Background: an optimization exercise with open tools, aiming at small area, a short achievable clock period and few clock cycles per item. Do not read the settings as production practice.

==> v11: inputs <==
==> flow/design.v (excerpt) <==
module exec_cluster (
  input  logic        clk,
  input  logic        rst_n,
  input  logic        in_valid,
  input  logic [6:0]  in_funct7,
  input  logic [2:0]  in_funct3,
  input  logic [31:0] in_a,
  input  logic [31:0] in_b,
  output logic        in_credit,
  input  logic        out_credit,
  output logic        out_valid,
  output logic [3:0]  out_tag,
  output logic [31:0] out_value
);
Settings: LEC_CHECK=0, ABC_AREA=1, CAP_MARGIN=20, CORE_MARGIN=2, CORE_UTILIZATION=40, PLACE_DENSITY=0.6, SETUP_SLACK_MARGIN=3.5, SLEW_MARGIN=20; clock period 8.0 ns.
run.sh (not shown) runs the stock make flow with config.mk's settings and CLKGATE_MAP_FILE= SYNTH_SCRIPT=/design/flow/synth_recipe.tcl, a recipe that flattens the netlist after the stock synthesis.
==> v34: changes against v11 <==
- ABC_AREA: 1 -> default
==> v21: changes against v11 <==
--- a/flow/design.v
+++ b/flow/design.v
@@ -75,14 +75,16 @@
   output logic [31:0] m5
 );
   localparam logic [2:0] S_IDLE = 3'd0, S_NEG = 3'd1, S_DPREP = 3'd2, S_STEP = 3'd3,
                          S_NEGR = 3'd4, S_FIX = 3'd5;
   logic [2:0]  state, state_n;
   logic [2:0]  op_q;
   logic        neg_q;     
+  logic        aneg_q;
+  logic        bneg_q;
   logic [5:0]  msel;      
   logic [4:0]  cnt;
   logic [5:0]  bsel;      
   logic [32:0] X;         
   logic [35:0] L;         
   logic [32:0] Z;         
   function automatic logic [5:0] blen(input logic [31:0] w);
@@ -93,15 +95,15 @@
     booth2[5] = w[1] ^ w[0];
     booth2[4] = (w[2] & ~w[1] & ~w[0]) | (~w[2] & w[1] & w[0]);
     booth2[3] = w[2] & ~(w[1] & w[0]);
     booth2[2] = w[3] ^ w[2];
     booth2[1] = (w[4] & ~w[3] & ~w[2]) | (~w[4] & w[3] & w[2]);
     booth2[0] = w[4] & ~(w[3] & w[2]);
   endfunction
-  localparam logic [5:0] DIV_SEL = 6'b100000;
+  localparam logic [5:0] DIV_SEL = 6'b101000;
   logic        ld_mul;
   logic        a_sgn, b_sgn, ea, eb;
   logic        a4, a20, b4, b20;
   logic [1:0]  ca, cb, cm;
   logic        swap;
   logic        ld_hi;
   logic [32:0] mult, mcand;
@@ -126,22 +128,23 @@
     msel_ld = 6'd0;
     if (!ld_mul)            msel_ld[ld_op[1] ? 5 : 0] = 1'b1;
     else if (cm == 2'd0)    msel_ld[ld_hi ? 4 : 2] = 1'b1;
     else if (cm == 2'd1)    msel_ld[ld_hi ? 3 : 1] = 1'b1;
     else                    msel_ld[ld_hi ? 2 : 0] = 1'b1;
   end
   logic [31:0] nsrc;
-  logic [31:0] nx;
+  logic [31:0] nx, nz;
   assign nsrc = (state == S_NEGR && !op_q[1]) ? L[31:0] : X[31:0];
   assign nx   = ~nsrc + 32'd1;
+  assign nz   = ~Z[31:0] + 32'd1;
   logic [5:0]  bx, bz;
   logic [5:0]  sdiff;
   logic        zdiv, qzero;
   assign bx    = blen(X[31:0]);
-  assign bz    = blen(Z[32] ? {~Z[31:1], 1'b1} : Z[31:0]);
+  assign bz    = blen(Z[31:0]);
   assign sdiff = bx - bz;
   assign zdiv  = (Z[31:0] == 32'd0);
   assign qzero = (bx < bz);
   logic        is_mul_q;
   logic        one0, two0, neg0, one1, two1, neg1;
   logic [36:0] zs, bm0, bm1, r0, r1, ca_in, cb_in, cc_in, cs, cy;
   logic [37:0] s2;
@@ -165,15 +168,15 @@
   assign m0 = L[31:0];                        
   assign m1 = {X[11:0], L[35:16]};            
   assign m2 = {X[27:0], L[35:32]};            
   assign m3 = {{11{X[32]}}, X[32:12]};        
   assign m4 = {{27{X[32]}}, X[32:28]};        
   assign m5 = X[31:0];                        
   logic [2:0] ld_state;
-  assign ld_state = ld_mul ? S_STEP : (ea ? S_NEG : S_DPREP);
+  assign ld_state = ld_mul ? S_STEP : ((ea | eb) ? S_NEG : S_DPREP);
   assign free     = (state == S_IDLE) || (state == S_FIX && ack);
   always_comb begin
     case (state)
       S_NEG:   state_n = S_DPREP;
       S_DPREP: state_n = (zdiv || qzero) ? (neg_q ? S_NEGR : S_FIX) : S_STEP;
       S_STEP:  state_n = (cnt != 5'd0) ? S_STEP : ((!is_mul_q && neg_q) ? S_NEGR : S_FIX);
       S_NEGR:  state_n = S_FIX;
@@ -187,21 +190,22 @@
   assign msel_n = (free && start) ? msel_ld : msel;
   always_ff @(posedge clk) begin
     state <= state_n;
   end
   always_ff @(posedge clk) begin
     case (state)
       S_NEG: begin
-        X[31:0] <= nx;
+        if (aneg_q) X[31:0] <= nx;
+        if (bneg_q) Z[31:0] <= nz;
       end
       S_DPREP: begin
         if (zdiv) begin
           L[31:0] <= 32'hffff_ffff;
         end else if (!qzero) begin
-          Z       <= Z << sdiff[4:0];
+          Z[31:0] <= Z[31:0] << sdiff[4:0];
           cnt     <= sdiff[4:0];
         end
       end
       S_NEGR: begin
         if (op_q[1]) X[31:0] <= nx;
         else         L[31:0] <= nx;
       end
@@ -210,15 +214,15 @@
         if (is_mul_q) begin
           X    <= sum[36:4];
           L    <= {sum[3:0], L[35:4]};
           bsel <= booth2(L[7:3]);
         end else begin
           if (ge) X <= {1'b0, sum[31:0]};
           L <= {L[34:0], ge};
-          Z <= {Z[32], Z[32:1]};
+          Z <= {1'b0, Z[32:1]};
         end
       end
       default: begin
         if (free && start) begin
           op_q   <= ld_op;
           slot_q <= ld_slot;
           msel   <= msel_ld;
@@ -227,16 +231,18 @@
             L    <= {{3{mult[32]}}, mult};
             Z    <= mcand;
             bsel <= booth2({mult[3:0], 1'b0});
             cnt  <= (cm == 2'd0) ? 5'd0 : ((cm == 2'd1) ? 5'd4 : 5'd8);
           end else begin
             X      <= {1'b0, ld_a};
             L      <= 36'd0;
-            Z      <= {eb, ld_b};
-            bsel   <= DIV_SEL | {2'b00, ~eb, 3'b000};
+            Z      <= {1'b0, ld_b};
+            bsel   <= DIV_SEL;
+            aneg_q <= ea;
+            bneg_q <= eb;
             neg_q  <= ld_op[1] ? ea : ((ea ^ eb) && (ld_b != 32'd0));
           end
         end
       end
     endcase
   end
 endmodule
- SETUP_SLACK_MARGIN: 3.5 -> 2
==> qor summary <==
Result of the run: v34 timing/DRC/antenna clean; v11 timing/DRC/antenna clean; v21 timing/DRC/antenna clean
Total met3 wirelength after detailed routing: v34 19.7 mm; v11 18.9 mm; v21 17.0 mm
Area share of buffers outside the clock network: v34 9.87%; v11 10.2%; v21 4.78%
Detailed-route wire length: v34 160 mm; v11 173 mm; v21 173 mm
Worst reg2reg path endpoint: v34 u_md.Z[25]$_DFFE_PP_; v11 u_md.Z[31]$_DFFE_PP_; v21 u_md.Z[27]$_DFFE_PP_
Highest fanout seen on the critical path: v34 5; v11 16; v21 52
Initial antenna violation count: v34 10; v11 10; v21 3
Initial Utilization: v34 40.2%; v11 40.2%; v21 40.2%
Count of flip-flops and latches: v34 505; v11 505; v21 507
Final std cells w/o fill: v34 5352; v11 6032; v21 6126
Gr usage total: v34 32.3%; v11 35.0%; v21 35.2%
Clock-pin slew of the registers on the worst-case setup and hold paths: v34 70 ps; v11 60 ps; v21 60 ps
Startpoint of the most critical register-to-register path: v34 u_md.Z[5]$_DFFE_PP_; v11 u_md.Z[32]$_DFFE_PP_; v21 wait_idx[0]$_SDFF_PN0_
Synthesized area divided by synthesized cell count: v34 9.76 µm²; v11 8.17 µm²; v21 7.83 µm²
Largest stage delay, worst path: v34 570 ps; v11 530 ps; v21 500 ps
Worst-case hold slack: v34 516 ps; v11 480 ps; v21 491 ps
HPWL reported at the end of detailed placement: v34 108 mm; v11 122 mm; v21 131 mm
Via count of the first global-routing pass: v34 31800; v11 34900; v21 34500
Function was not checked in any run of this note: the RTL went through the layout flow alone.

## port drivers added, routing unchanged
In the flow no input, the clock included, has a driving cell. The finished layouts below were timed again as built, in two steps.
Step 1 assumes that a clkbuf_16 drives the clock port and a buf_2 every other input.
Step 2 also shifts input and output timing later by t, the mid clock arrival at the registers, as if the neighbouring blocks saw the same clock.
a / b / c = no drivers / after step 1 / after step 2; a / b = the first two.
| run | shift t [ns] | slack for setup (ns) | hold WS [ns] | cell pins on the clock port's net |
|---|---|---|---|---|
| v11 | 0.713 | 3.003 / 3.003 / 3.003 | 0.480 / 0.480 / 0.480 | 1 |
| v34 | 0.702 | 2.986 / 2.986 / 2.986 | 0.516 / 0.516 / 0.516 | 1 |
| v21 | 0.714 | 2.175 / 2.175 / 2.175 | 0.491 / 0.491 / 0.491 | 1 |
After both steps every run listed still meets setup and hold.
